This is an optimization exercise on Yosys and OpenROAD, whose aim is a short achievable clock period and few clock cycles per item, not a production implementation.
At most, simulation tests tie the RTL to the original design; equivalence was not proved.
No activity file was given, so power comes from the tool's default toggle rates.

==> v29 <==
==> flow/design.v (excerpt) <==
module rv_core_top (
	input  logic                         clk,
	input  logic                         i_rst_n,
	output logic                         o_wb_cyc,
	output logic                         o_wb_stb,
	output logic                         o_wb_we,
	output logic [rv_core_pkg::XLEN-1:0] o_wb_adr,
	output logic [rv_core_pkg::XLEN-1:0] o_wb_dat,
	input  logic [rv_core_pkg::XLEN-1:0] i_wb_dat,
	input  logic                         i_wb_ack
);
Settings: LEC_CHECK=0, ABC_CLOCK_PERIOD_IN_PS=2500, CAP_MARGIN=20, CORE_MARGIN=2, CORE_UTILIZATION=45, PLACE_DENSITY=0.6, SETUP_SLACK_MARGIN=5, SLEW_MARGIN=20, TNS_END_PERCENT=100; clock period 8.0 ns.
run.sh (not shown) runs the stock make flow with config.mk's settings and CLKGATE_MAP_FILE= SYNTH_SCRIPT=/design/flow/synth_recipe.tcl, a recipe that flattens the netlist after the stock synthesis.
==> v32: changes against v29 <==
--- a/flow/design.v
+++ b/flow/design.v
@@ -113,50 +113,16 @@
 				p[l+1][i] = (i >= 2 + (1 << l)) ? (p[l][i] & p[l][i-(1<<l)]) : p[l][i];
 		c = '0;
 		c[2] = 1'b1;
 		for (int i = 3; i < 32; i++)
 			c[i] = p[5][i-1];
 		o_sum = i_a ^ c;
 	end
 endmodule
-module ks_addc #(
-	parameter int W = 12
-) (
-	input  logic [W-1:0] i_a,
-	input  logic [W-1:0] i_b,
-	output logic [W-1:0] o_sum,
-	output logic         o_co
-);
-	localparam int L = $clog2(W);
-	logic [W-1:0] g [0:L];
-	logic [W-1:0] t [0:L];
-	logic [W:0]   c;
-	always_comb begin
-		g[0] = i_a & i_b;
-		t[0] = i_a | i_b;
-		for (int l = 0; l < L; l++) begin
-			for (int i = 0; i < W; i++) begin
-				if (i >= (1 << l)) begin
-					g[l+1][i] = g[l][i] | (t[l][i] & g[l][i-(1<<l)]);
-					t[l+1][i] = t[l][i] & t[l][i-(1<<l)];
-				end else begin
-					g[l+1][i] = g[l][i];
-					t[l+1][i] = t[l][i];
-				end
-			end
-		end
-		c[0] = 1'b0;
-		c[1] = ~(~i_a[0] | ~i_b[0]);
-		for (int i = 2; i <= W; i++)
-			c[i] = g[L][i-1];
-		o_sum = (i_a ^ c[W-1:0]) ^ i_b;
-		o_co  = c[W];
-	end
-endmodule
 `timescale 1ns/1ps
 module rv_core_top (
 	input  logic                         clk,
 	input  logic                         i_rst_n,
 	output logic                         o_wb_cyc,
 	output logic                         o_wb_stb,
 	output logic                         o_wb_we,
 	output logic [rv_core_pkg::XLEN-1:0] o_wb_adr,
@@ -208,23 +174,19 @@
 	assign f_sub  = (f_opc == OPC_RTYPE) && (f_ir[14:12] == 3'b010 ||
 		(f_ir[14:12] == 3'b000 && f_ir[30]));
 	assign f_useimm = (f_opc != OPC_RTYPE);
 	assign f_imm  = (f_opc == OPC_STORE) ? {{20{f_ir[31]}}, f_ir[31:25], f_ir[11:7]} :
 		(f_opc == OPC_LUI) ? {f_ir[31:12], 12'b0} : {{20{f_ir[31]}}, f_ir[31:20]};
 	inc4 u_inc (.i_a(adr_q), .o_sum(adr_p4));
 	logic        e_v;
 	logic [31:0] e_a, e_b;          
-	logic        e_sub;             
+	logic [31:0] e_acy;             
 	logic [31:0] e_bop;             
-	logic [31:0] e_pc, e_pc4;
-	logic [11:0] e_bimm;            
-	logic [19:0] e_jimm;            
-	logic [18:0] e_bhi_p1, e_bhi_m1;
-	logic [10:0] e_jhi_p1, e_jhi_m1;
+	logic [31:0] e_timm, e_pc, e_pc4;
 	logic        e_sumsel;          
 	logic        e_sltsel;          
 	logic [1:0]  e_fn;              
 	logic        e_we;              
 	logic [4:0]  e_rd;
 	logic        e_jal, e_addr, e_ls, e_st;
 	logic        e_redir;           
 	logic        w_we;
@@ -237,86 +199,60 @@
 		f_rv2 = (f_rs2 == 5'd0) ? 32'd0 : regs[f_rs2];
 		if (w_we && w_rd == f_rs1)
 			f_rv1 = w_res;
 		if (w_we && w_rd == f_rs2)
 			f_rv2 = w_res;
 	end
 	assign f_fa = e_we && e_rd == f_rs1;
 	assign f_fb = e_we && e_rd == f_rs2;
-	logic [31:0] e_cy, e_sum, e_tgt, e_misc, e_res;
+	logic [31:0] e_cy, e_sum, e_tgt, e_misc, e_res, e_redir_adr;
 	logic        e_eq, e_lt;
 	ks_carry u_add (
-		.i_a (e_a ^ {32{e_sub}}),
+		.i_a (e_acy),
 		.i_b (e_bop),
 		.o_c (e_cy)
 	);
 	assign e_sum = (e_a ^ e_cy) ^ e_bop;
-	logic [11:0] e_blo;
-	logic [19:0] e_jlo;
-	logic        e_bco, e_jco;
-	logic [31:0] e_btgt, e_jtgt;
-	ks_addc #(.W(12)) u_badd (
-		.i_a   (e_pc[12:1]),
-		.i_b   (e_bimm),
-		.o_sum (e_blo),
-		.o_co  (e_bco)
-	);
-	ks_addc #(.W(20)) u_jadd (
-		.i_a   (e_pc[20:1]),
-		.i_b   (e_jimm),
-		.o_sum (e_jlo),
-		.o_co  (e_jco)
+	ks_add u_tadd (
+		.i_a   (e_pc),
+		.i_b   (e_timm),
+		.o_sum (e_tgt)
 	);
-	always_comb begin
-		if (e_bimm[11])
-			e_btgt[31:13] = e_bco ? e_pc[31:13] : e_bhi_m1;
-		else
-			e_btgt[31:13] = e_bco ? e_bhi_p1 : e_pc[31:13];
-		e_btgt[12:0] = {e_blo, e_pc[0]};
-		if (e_jimm[19])
-			e_jtgt[31:21] = e_jco ? e_pc[31:21] : e_jhi_m1;
-		else
-			e_jtgt[31:21] = e_jco ? e_jhi_p1 : e_pc[31:21];
-		e_jtgt[20:0] = {e_jlo, e_pc[0]};
-	end
-	assign e_tgt = e_jal ? e_jtgt : e_btgt;
 	assign e_eq = (e_a == e_b);
 	assign e_lt = (e_a[31] != e_b[31]) ? e_a[31] : e_sum[31];
 	always_comb begin
 		case (e_fn)
 			2'd0:    e_misc = e_a | e_bop;
 			2'd1:    e_misc = e_a & e_bop;
 			2'd2:    e_misc = e_bop;
 			default: e_misc = e_pc4;
 		endcase
 		if (m_ack)
 			e_misc = i_wb_dat;    
 		e_res = e_sumsel ? e_sum : e_misc;
 		if (e_sltsel)
 			e_res = {31'd0, e_lt};
 	end
+	assign e_redir_adr = e_addr ? e_sum : ((e_eq | e_jal) ? e_tgt : e_pc4);
 	always_ff @(posedge clk) begin
 		if (w_we)
 			regs[w_rd] <= w_res;
 	end
 	always_ff @(posedge clk) begin
 		e_a    <= f_fa ? e_res : f_rv1;
 		e_b    <= f_fb ? e_res : f_rv2;
-		e_sub  <= f_sub;
+		e_acy  <= (f_fa ? e_res : f_rv1) ^ {32{f_sub}};
 		e_bop  <= f_useimm ? f_imm : (f_fb ? e_res : f_rv2);
 		e_pc   <= adr_q;
 		e_pc4  <= adr_p4;
 		e_rd   <= f_rd;
-		e_bimm   <= {f_ir[31], f_ir[7], f_ir[30:25], f_ir[11:8]};
-		e_jimm   <= {f_ir[31], f_ir[19:12], f_ir[20], f_ir[30:21]};
-		e_bhi_p1 <= adr_q[31:13] + 19'd1;
-		e_bhi_m1 <= adr_q[31:13] - 19'd1;
-		e_jhi_p1 <= adr_q[31:21] + 11'd1;
-		e_jhi_m1 <= adr_q[31:21] - 11'd1;
+		e_timm <= (f_opc == OPC_JAL) ?
+			{{12{f_ir[31]}}, f_ir[19:12], f_ir[20], f_ir[30:21], 1'b0} :
+			{{20{f_ir[31]}}, f_ir[7], f_ir[30:25], f_ir[11:8], 1'b0};
 		if (f_opc == OPC_RTYPE)
 			e_fn <= (f_ir[14:12] == 3'b111) ? 2'd1 : 2'd0;
 		else if (f_opc == OPC_LUI)
 			e_fn <= 2'd2;
 		else
 			e_fn <= 2'd3;
 		e_jal  <= (f_opc == OPC_JAL);
 		e_addr <= (f_opc == OPC_JALR || f_opc == OPC_LOAD || f_opc == OPC_STORE);
@@ -338,43 +274,31 @@
 			e_sumsel <= f_ack && ((f_opc == OPC_RTYPE && (f_ir[14:12] != 3'b010 &&
 				f_ir[14:12] != 3'b110 && f_ir[14:12] != 3'b111)) || f_opc == OPC_ITYPE);
 			e_sltsel <= f_ack && (f_opc == OPC_RTYPE) && (f_ir[14:12] == 3'b010);
 			e_redir  <= f_ack && (f_opc == OPC_BRANCH || f_opc == OPC_JAL || f_opc == OPC_JALR ||
 				f_opc == OPC_LOAD || f_opc == OPC_STORE);
 			w_we     <= m_ack ? (ld_q && ld_rd_q != 5'd0) : e_we;
 		end
 	end
-	logic [31:0] ack_adr, adr_base, adr_n;
-	logic        redir_now, sel_sum, sel_tgt;
-	assign ack_adr   = data_q ? rpc_q : adr_p4;
-	assign redir_now = i_rst_n && !stb_q && e_redir;
-	assign sel_sum   = redir_now && e_addr;
-	assign sel_tgt   = redir_now && !e_addr && (e_jal || e_eq);
-	always_comb begin
-		if (!i_rst_n)
-			adr_base = rv_core_pkg::RESET_PC;
-		else if (ack)
-			adr_base = ack_adr;
-		else if (redir_now)
-			adr_base = e_pc4;
-		else
-			adr_base = adr_q;
-		adr_n = sel_sum ? e_sum : (sel_tgt ? e_tgt : adr_base);
-	end
-	always_ff @(posedge clk)
-		adr_q <= adr_n;
+	logic [31:0] ack_adr;
+	assign ack_adr = data_q ? rpc_q : adr_p4;
 	always_ff @(posedge clk) begin
 		if (!i_rst_n) begin
 			stb_q  <= 1'b0;
 			we_q   <= 1'b0;
 			data_q <= 1'b0;
 			boot_q <= 1'b1;
+			adr_q  <= rv_core_pkg::RESET_PC;
 		end else begin
 			boot_q <= 1'b0;
+			if (ack)
+				adr_q <= ack_adr;
+			else if (!stb_q && e_redir)
+				adr_q <= e_redir_adr;
 			if (ack) begin
 				stb_q  <= data_q | f_seq;
 				we_q   <= 1'b0;
 				data_q <= 1'b0;
 			end else if (!stb_q && (e_redir || boot_q)) begin
 				stb_q  <= 1'b1;
 				we_q   <= e_redir && e_st;
 				data_q <= e_redir && e_ls;
==> v14: changes against v29 <==
==> flow/design.v (replaced) <==
package rv_core_pkg;
	localparam int XLEN       = 32;
	localparam int REG_ADDR_W = 5;
	localparam logic [XLEN-1:0] RESET_PC = 32'h0000_0000;
	localparam logic [6:0] OPC_RTYPE  = 7'b0110011;
	localparam logic [6:0] OPC_ITYPE  = 7'b0010011;
	localparam logic [6:0] OPC_LUI    = 7'b0110111;
	localparam logic [6:0] OPC_LOAD   = 7'b0000011;
	localparam logic [6:0] OPC_STORE  = 7'b0100011;
	localparam logic [6:0] OPC_BRANCH = 7'b1100011;
	localparam logic [6:0] OPC_JAL    = 7'b1101111;
	localparam logic [6:0] OPC_JALR   = 7'b1100111;
	localparam int ALU_OP_W = 3;
	localparam logic [ALU_OP_W-1:0] ALU_ADD = 3'd0;
	localparam logic [ALU_OP_W-1:0] ALU_SUB = 3'd1;
	localparam logic [ALU_OP_W-1:0] ALU_AND = 3'd2;
	localparam logic [ALU_OP_W-1:0] ALU_OR  = 3'd3;
	localparam logic [ALU_OP_W-1:0] ALU_SLT = 3'd4;
	localparam logic [1:0] SRC_A_OLD_PC = 2'd0;
	localparam logic [1:0] SRC_A_RS1    = 2'd1;
	localparam logic [1:0] SRC_A_PC     = 2'd2;
	localparam logic [1:0] SRC_B_RS2  = 2'd0;
	localparam logic [1:0] SRC_B_FOUR = 2'd1;
	localparam logic [1:0] SRC_B_IMM  = 2'd2;
	localparam logic [1:0] WB_RESULT = 2'd0;
	localparam logic [1:0] WB_PC     = 2'd1;
	localparam logic [1:0] WB_MEM    = 2'd2;
	localparam logic [1:0] WB_IMM    = 2'd3;
	localparam int STG_W = 3;
	localparam logic [STG_W-1:0] STG_FETCH     = 3'd0;
	localparam logic [STG_W-1:0] STG_DECODE    = 3'd1;
	localparam logic [STG_W-1:0] STG_EXECUTE   = 3'd2;
	localparam logic [STG_W-1:0] STG_MEM       = 3'd3;
	localparam logic [STG_W-1:0] STG_WRITEBACK = 3'd4;
	typedef union packed {
		struct packed {
			logic [6:0] funct7;
			logic [4:0] rs2;
			logic [4:0] rs1;
			logic [2:0] funct3;
			logic [4:0] rd;
			logic [6:0] opcode;
		} r;
		struct packed {
			logic [11:0] imm;
			logic [4:0]  rs1;
			logic [2:0]  funct3;
			logic [4:0]  rd;
			logic [6:0]  opcode;
		} i;
		struct packed {
			logic [6:0] imm_hi;
			logic [4:0] rs2;
			logic [4:0] rs1;
			logic [2:0] funct3;
			logic [4:0] imm_lo;
			logic [6:0] opcode;
		} s;
		struct packed {
			logic [19:0] imm;
			logic [4:0]  rd;
			logic [6:0]  opcode;
		} u;
	} instr_u;
endpackage
`timescale 1ns/1ps
module rv_core_top (
	input  logic                         clk,
	input  logic                         i_rst_n,
	output logic                         o_wb_cyc,
	output logic                         o_wb_stb,
	output logic                         o_wb_we,
	output logic [rv_core_pkg::XLEN-1:0] o_wb_adr,
	output logic [rv_core_pkg::XLEN-1:0] o_wb_dat,
	input  logic [rv_core_pkg::XLEN-1:0] i_wb_dat,
	input  logic                         i_wb_ack
);
	localparam logic [6:0] OPC_RTYPE  = rv_core_pkg::OPC_RTYPE;
	localparam logic [6:0] OPC_ITYPE  = rv_core_pkg::OPC_ITYPE;
	localparam logic [6:0] OPC_LUI    = rv_core_pkg::OPC_LUI;
	localparam logic [6:0] OPC_LOAD   = rv_core_pkg::OPC_LOAD;
	localparam logic [6:0] OPC_STORE  = rv_core_pkg::OPC_STORE;
	localparam logic [6:0] OPC_BRANCH = rv_core_pkg::OPC_BRANCH;
	localparam logic [6:0] OPC_JAL    = rv_core_pkg::OPC_JAL;
	localparam logic [6:0] OPC_JALR   = rv_core_pkg::OPC_JALR;
	logic        stb_q;
	logic        we_q;
	logic        data_q;    
	logic        boot_q;    
	logic [31:0] adr_q;
	logic [31:0] dat_q;
	logic [31:0] rpc_q;     
	logic [4:0]  ld_rd_q;
	logic        ld_q;
	assign o_wb_cyc = stb_q;
	assign o_wb_stb = stb_q;
	assign o_wb_we  = we_q;
	assign o_wb_adr = adr_q;
	assign o_wb_dat = dat_q;
	logic        ack;       
	logic        f_ack;     
	logic        m_ack;     
	logic [31:0] f_ir;
	logic [6:0]  f_opc;
	logic [4:0]  f_rs1, f_rs2, f_rd;
	logic        f_seq, f_jal, f_sub, f_useimm, f_fa, f_fb;
	logic [31:0] f_jtgt;
	logic [31:0] f_imm;
	logic [31:0] adr_p4;
	assign ack    = stb_q & i_wb_ack;
	assign f_ack  = ack & ~data_q;
	assign m_ack  = ack & data_q;
	assign f_ir   = i_wb_dat;
	assign f_opc  = f_ir[6:0];
	assign f_rd   = f_ir[11:7];
	assign f_rs1  = f_ir[19:15];
	assign f_rs2  = f_ir[24:20];
	assign f_seq  = ~(f_opc == OPC_LOAD || f_opc == OPC_STORE || f_opc == OPC_BRANCH ||
		f_opc == OPC_JALR);
	assign f_jal  = (f_opc == OPC_JAL);
	assign f_jtgt = adr_q + {{12{f_ir[31]}}, f_ir[19:12], f_ir[20], f_ir[30:21], 1'b0};
	assign f_sub  = (f_opc == OPC_RTYPE) && (f_ir[14:12] == 3'b010 ||
		(f_ir[14:12] == 3'b000 && f_ir[30]));
	assign f_useimm = (f_opc != OPC_RTYPE);
	assign f_imm  = (f_opc == OPC_STORE) ? {{20{f_ir[31]}}, f_ir[31:25], f_ir[11:7]} :
		(f_opc == OPC_LUI) ? {f_ir[31:12], 12'b0} : {{20{f_ir[31]}}, f_ir[31:20]};
	assign adr_p4 = adr_q + 32'd4;
	logic        e_v;
	logic [31:0] e_a, e_b;          
	logic [31:0] e_acy;             
	logic        e_sub;             
	logic [31:0] e_bop;             
	logic [31:0] e_timm, e_pc, e_pc4;
	logic        e_sumsel;          
	logic        e_sltsel;          
	logic [1:0]  e_fn;              
	logic        e_we;              
	logic [4:0]  e_rd;
	logic        e_addr, e_ls, e_st;
	logic        e_redir;           
	logic        w_we;
	logic [4:0]  w_rd;
	logic [31:0] w_res;
	logic [31:0] regs [1:31];
	logic [31:0] f_rv1, f_rv2;
	always_comb begin
		f_rv1 = (f_rs1 == 5'd0) ? 32'd0 : regs[f_rs1];
		f_rv2 = (f_rs2 == 5'd0) ? 32'd0 : regs[f_rs2];
		if (w_we && w_rd == f_rs1)
			f_rv1 = w_res;
		if (w_we && w_rd == f_rs2)
			f_rv2 = w_res;
	end
	assign f_fa = e_we && e_rd == f_rs1;
	assign f_fb = e_we && e_rd == f_rs2;
	logic [31:0] e_sum, e_tgt, e_misc, e_res, e_redir_adr;
	logic        e_eq, e_lt;
	assign e_sum = (e_acy + e_bop) ^ {32{e_sub}};
	assign e_tgt = e_pc + e_timm;
	assign e_eq = (e_a == e_b);
	assign e_lt = (e_a[31] != e_b[31]) ? e_a[31] : e_sum[31];
	always_comb begin
		case (e_fn)
			2'd0:    e_misc = e_a | e_bop;
			2'd1:    e_misc = e_a & e_bop;
			2'd2:    e_misc = e_bop;
			default: e_misc = e_pc4;
		endcase
		if (m_ack)
			e_misc = i_wb_dat;    
		e_res = e_sumsel ? e_sum : e_misc;
		if (e_sltsel)
			e_res = {31'd0, e_lt};
	end
	assign e_redir_adr = e_addr ? e_sum : (e_eq ? e_tgt : e_pc4);
	always_ff @(posedge clk) begin
		if (w_we)
			regs[w_rd] <= w_res;
	end
	always_ff @(posedge clk) begin
		e_a    <= f_fa ? e_res : f_rv1;
		e_b    <= f_fb ? e_res : f_rv2;
		e_acy  <= (f_fa ? e_res : f_rv1) ^ {32{f_sub}};
		e_sub  <= f_sub;
		e_bop  <= f_useimm ? f_imm : (f_fb ? e_res : f_rv2);
		e_pc   <= adr_q;
		e_pc4  <= adr_p4;
		e_rd   <= f_rd;
		e_timm <= {{20{f_ir[31]}}, f_ir[7], f_ir[30:25], f_ir[11:8], 1'b0};
		if (f_opc == OPC_RTYPE)
			e_fn <= (f_ir[14:12] == 3'b111) ? 2'd1 : 2'd0;
		else if (f_opc == OPC_LUI)
			e_fn <= 2'd2;
		else
			e_fn <= 2'd3;
		e_addr <= (f_opc == OPC_JALR || f_opc == OPC_LOAD || f_opc == OPC_STORE);
		e_ls   <= (f_opc == OPC_LOAD || f_opc == OPC_STORE);
		e_st   <= (f_opc == OPC_STORE);
		w_rd  <= m_ack ? ld_rd_q : e_rd;
		w_res <= e_res;
		if (!i_rst_n) begin
			e_v      <= 1'b0;
			e_we     <= 1'b0;
			e_sumsel <= 1'b0;
			e_sltsel <= 1'b0;
			e_redir  <= 1'b0;
			w_we     <= 1'b0;
		end else begin
			e_v      <= f_ack;
			e_we     <= f_ack && f_rd != 5'd0 && (f_opc == OPC_RTYPE || f_opc == OPC_ITYPE ||
				f_opc == OPC_LUI || f_opc == OPC_JAL || f_opc == OPC_JALR);
			e_sumsel <= f_ack && ((f_opc == OPC_RTYPE && (f_ir[14:12] != 3'b010 &&
				f_ir[14:12] != 3'b110 && f_ir[14:12] != 3'b111)) || f_opc == OPC_ITYPE);
			e_sltsel <= f_ack && (f_opc == OPC_RTYPE) && (f_ir[14:12] == 3'b010);
			e_redir  <= f_ack && (f_opc == OPC_BRANCH || f_opc == OPC_JALR ||
				f_opc == OPC_LOAD || f_opc == OPC_STORE);
			w_we     <= m_ack ? (ld_q && ld_rd_q != 5'd0) : e_we;
		end
	end
	logic [31:0] ack_adr;
	assign ack_adr = data_q ? rpc_q : (f_jal ? f_jtgt : adr_p4);
	always_ff @(posedge clk) begin
		if (!i_rst_n) begin
			stb_q  <= 1'b0;
			we_q   <= 1'b0;
			data_q <= 1'b0;
			boot_q <= 1'b1;
			adr_q  <= rv_core_pkg::RESET_PC;
		end else begin
			boot_q <= 1'b0;
			if (ack)
				adr_q <= ack_adr;
			else if (!stb_q && e_redir)
				adr_q <= e_redir_adr;
			if (ack) begin
				stb_q  <= data_q | f_seq;
				we_q   <= 1'b0;
				data_q <= 1'b0;
			end else if (!stb_q && (e_redir || boot_q)) begin
				stb_q  <= 1'b1;
				we_q   <= e_redir && e_st;
				data_q <= e_redir && e_ls;
			end
		end
		if (e_redir && e_ls) begin
			dat_q   <= e_b;
			rpc_q   <= e_pc4;
			ld_rd_q <= e_rd;
			ld_q    <= ~e_st;
		end
	end
endmodule
==> comparison table <==
Run status: v14 no timing/DRC/antenna violations; v29 no timing/DRC/antenna violations; v32 no timing/DRC/antenna violations
Fraction of power spent switching nets: v14 26.01%; v29 27.31%; v32 25.14%
Critical path launch point type: v14 primary input; v29 flop; v32 primary input
Worst skew pair latency: v14 820 ps; v29 820 ps; v32 800 ps
Area fraction of the dominant cell type after synthesis: v14 48.64%; v29 48.36%; v32 49.49%
Count of non-CTS buffers in the layout: v14 642; v29 577; v32 557
Overall global routing resource usage: v14 33.16%; v29 33.66%; v32 30.89%
Setup crit end: v14 adr_q[19]; v29 e_bop[31]; v32 e_bop[5]
Part of the power in registers: v14 46.0%; v29 46.5%; v32 47.3%
First-pass GRT wire length: v14 344.1 mm; v29 361.0 mm; v32 319.5 mm
Post-CTS repair timing setup buffer count: v14 250; v29 228; v32 191
Final hold slack: v14 405.0 ps; v29 479.6 ps; v32 386.7 ps
Half-perimeter wire length after detailed placement: v14 127.2 mm; v29 143.6 mm; v32 120.9 mm
Number of cells in the finished layout apart from fillers: v14 6,918; v29 7,309; v32 6,695
Last weighted congestion value of the routability-driven placer: v14 0.9523; v29 0.9946; v32 0.9235
Mean area per synthesized cell: v14 14.96 sq um; v29 14.03 sq um; v32 14.93 sq um
Post-synth EDFFs: v14 1,062; v29 1,094; v32 1,062
Global-route track usage on met1: v14 44.28%; v29 44.65%; v32 41.80%
Testbench counts of v32, summed over its fixed seeds: cycles 37,013, instrs 15,860.
No functional check of the RTL was part of v29 and v14.

-- re-timing with driven ports --
The results above use ideal ports. As a check the final layouts listed here were re-extracted and re-timed, cells and wires unchanged.
Step 1 assumes that a clkbuf_16 drives the clock port and a buf_2 every other input.
Step 2 adds t to the input delays and takes it off the output delays; t is the mean of the earliest and latest rising clock arrival at the registers after step 1. Input paths then give back, and output paths get back, about the clock's delay inside the block.
a / b / c = no drivers / after step 1 / after step 2; a / b = the first two.
run | shift t [ns] | slack for setup (ns) | worst slew at a driven data input, ns
v29 | 0.889 | 4.532 / 4.382 / 3.493 | 0.50
v32 | 0.877 | 4.649 / 4.258 / 3.381 | 0.60
v14 | 0.897 | 4.599 / 4.129 / 3.232 | 0.83
After both steps every run listed still meets setup and hold. For v14, which loses most, drivers alone change the setup slack by -0.470 ns; drivers and shift together by -1.367 ns.
